This is an optimization exercise on Yosys and OpenROAD, whose aim is small area, a short achievable clock period and few clock cycles per item, not a production implementation.
Function was checked by simulation only, so behaviour that the tests miss may differ from the original.

## pi_heading_aligner_top
module pi_heading_aligner_top (
  input  logic                                clk_i,
  input  logic                                rst_ni,
  input  logic                                cfg_we_i,
  input  logic [pha_pkg::AddrW-1:0]           cfg_addr_i,
  input  logic [pha_pkg::CfgDataW-1:0]        cfg_wdata_i,
  input  logic                                in_valid_i,
  output logic                                in_ready_o,
  input  logic signed [pha_pkg::ErrW-1:0]     heading_error_i,
  input  logic                                target_valid_i,
  output logic                                out_valid_o,
  input  logic                                out_ready_i,
  output logic signed [pha_pkg::DriveW-1:0]   left_drive_o,
  output logic signed [pha_pkg::DriveW-1:0]   right_drive_o,
  output logic signed [pha_pkg::DriveW-1:0]   steer_value_o,
  output logic                                aligned_o
);
clock: 15.0 ns
lec_check: 0
abc_clock_period_in_ps: 3500
cap_margin: 20
core_margin: 2
core_utilization: 40
slew_margin: 20
run.sh (not shown) runs the stock make flow with config.mk's settings and CLKGATE_MAP_FILE= SYNTH_SCRIPT=/design/flow/synth_recipe.tcl, a recipe that flattens the netlist after the stock synthesis.
The baseline finished with timing, DRC and antenna clean.
Testbench counts at the start, summed over its fixed seeds: cycles 5,952, items 5,760.
Next try:
==> flow/flow/run.sh (new file) <==
#!/bin/bash
set -euo pipefail
MARGIN=$(cat "$(dirname "$0")/setup_margin.txt")
bash standard.sh finish SETUP_SLACK_MARGIN=$MARGIN > flow_make.log 2>&1
==> flow/flow/setup_margin.txt (new file) <==
9
==> flow/standard.sh (new file) <==
#!/bin/bash
# synth_recipe.tcl (not shown) runs the flow's synth.tcl, then flattens the netlist and writes it again
# the make line also repeats each setting of config.mk as NAME=value (left out here)
make -C /OpenROAD-flow-scripts/flow DESIGN_CONFIG=/design/flow/config.mk WORK_HOME=/design/flow/orfs CLKGATE_MAP_FILE= SYNTH_SCRIPT=/design/flow/synth_recipe.tcl "${@:-finish}"
- ABC_CLOCK_PERIOD_IN_PS: 3500 -> not set
removed: flow/run.sh
What happened: Global-route usage rose by 1.0 points; wire length climbs by about 5%; register-to-register slack improves by 1000 ps; setup slack is better by 1000 ps; non-clock buffer count rose by 130; utilization grows by 3.3 points.

========
Setup of v26:
pi_heading_aligner_top, a different RTL version from the one above (not shown whole).
Size: about 3600 cells after synthesis, about 220 flip-flops, ~94 I/O pins, ~0.028 mm² of cells after synthesis.
clock: 15.0 ns
lec_check: 0
abc_area: 1
cap_margin: 20
core_margin: 2
core_utilization: 40
slew_margin: 20
standard.sh (not shown) runs the stock make flow with config.mk's settings and CLKGATE_MAP_FILE= SYNTH_SCRIPT=/design/flow/synth_recipe.tcl, a recipe that flattens the netlist after the stock synthesis.
==> flow/flow/run.sh <==
#!/bin/bash
set -euo pipefail
MARGIN=$(cat "$(dirname "$0")/setup_margin.txt")
bash standard.sh finish SETUP_SLACK_MARGIN=$MARGIN > flow_make.log 2>&1
==> flow/flow/setup_margin.txt <==
10
v26 reached the final stage; the timing, design-rule and antenna checks on its layout passed.
Testbench counts of v26, summed over its fixed seeds: cycles 5,952, items 5,760.
The following lists how v1 was set up differently from v26:
--- a/flow/config.mk
+++ b/flow/config.mk
@@ -8 +7,0 @@
-export ABC_AREA = 1
Findings:
- v1 reached the end of the flow, and the finished layout is clean on the timing, design-rule and antenna checks.
- The run with more routed wire is v1, not v26.
- Measured against each other, v26 and v1 differ in multi-input gate share of total cell area, the lower figure coming from v26.
- On v1: portion of the layout cell area used by non-clock buffers is 3.0 points higher than what v26 gave.
- Between v1 and v26, it is v1 whose area used by multi-input combinational logic is higher, by about 16%.
- The dominant combinational cell family by area after synthesis comes out adder cells in one run and compound AO/OA/AOI/OAI gates in the other, namely in v26 and v1 respectively.
- Between v1 and v26, the utilization figures differ only marginally.
- Post-CTS repair timing setup buffer count (v1 over v26): increase, 31
- The higher summed instance area of the synthesized netlist came out of v1.

========
## v6
pi_heading_aligner_top, a different RTL version from the one above (not shown whole).
Size: ~3500 cells after synthesis, ~250 flip-flops, about 94 I/O pins.
export LEC_CHECK = 0
export ABC_AREA = 1
export CAP_MARGIN = 20
export CORE_MARGIN = 2
export CORE_UTILIZATION = 40
export SLEW_MARGIN = 20
create_clock -name core_clock -period 15.0 [get_ports {clk_i}]
==> flow/flow/run.sh <==
#!/bin/bash
set -euo pipefail
HERE="$(cd "$(dirname "$0")" && pwd)"
mapfile -t ARGS < "$HERE/make_args.txt"
bash standard.sh finish "${ARGS[@]}" > flow_make.log 2>&1
==> flow/flow/make_args.txt <==
SETUP_SLACK_MARGIN=9.8
BUFFER_PORTS_ARGS=-buffer_cell sky130_fd_sc_hd__buf_1
In summary, v6 completed successfully, with a layout that passed the timing, design-rule and antenna checks.
Testbench counts of v6, summed over its fixed seeds: cycles 5,952, items 5,760.
Relative to v6, the following input files were edited for v7:
Settings: TNS_END_PERCENT now 5, previously not set.
## What came out
- Compared to v6, the router laid down less metal wire for v7.
- Logic depth of the worst path, buffers included (lower): v7
- v7 improves on v6 in cell area after layout.
- v7 vs. v6: antenna diode count fell by 2.
- v6 → v7: setup slack lost 0.062 ns; final worst clock skew lost 0.0047 ns; max-slew headroom at the worst pin picked up an extra 2.1 points; number of non-clock inverters in the layout lost 3.

==> what the ideal ports hide <==
Ports are ideal in the flow. The routed layouts listed here were re-timed in OpenROAD. Step 1 sets driving cells, clkbuf_16 on the clock port and buf_2 on the other inputs (assumed; they add their load-dependent delay and slew). Step 2, shift: input delay + t, output delay - t, t = (earliest + latest rising clock arrival at the registers) / 2. This alone moves slack from input paths to output paths. Three values: ideal, step 1, step 2; two values: the first two.
| run | t (ns) | setup slack, ns | hold WS [ns] | worst register clock-pin slew, ns |
|---|---|---|---|---|
| the first run of note 1 | 0.623 | 7.371 / 7.371 / 7.371 | 0.426 / 0.426 / 0.426 | 0.07 / 0.07 |
| the second run of note 1 | 0.611 | 8.382 / 8.382 / 8.382 | 0.425 / 0.425 / 0.425 | 0.07 / 0.07 |
| v26 | 0.629 | 9.639 / 9.639 / 9.639 | 0.445 / 0.445 / 0.445 | 0.07 / 0.07 |
| v1 | 0.649 | 8.880 / 8.880 / 8.880 | 0.425 / 0.425 / 0.425 | 0.08 / 0.08 |
| v6 | 0.623 | 9.908 / 9.908 / 9.575 | 0.470 / 0.470 / 0.470 | 0.06 / 0.06 |
| v7 | 0.639 | 9.846 / 9.846 / 9.662 | 0.464 / 0.464 / 0.464 | 0.07 / 0.07 |
After both steps every run listed still meets setup and hold. For v6, which loses most, drivers alone change the setup slack by 0.000 ns; drivers and shift together by -0.333 ns.
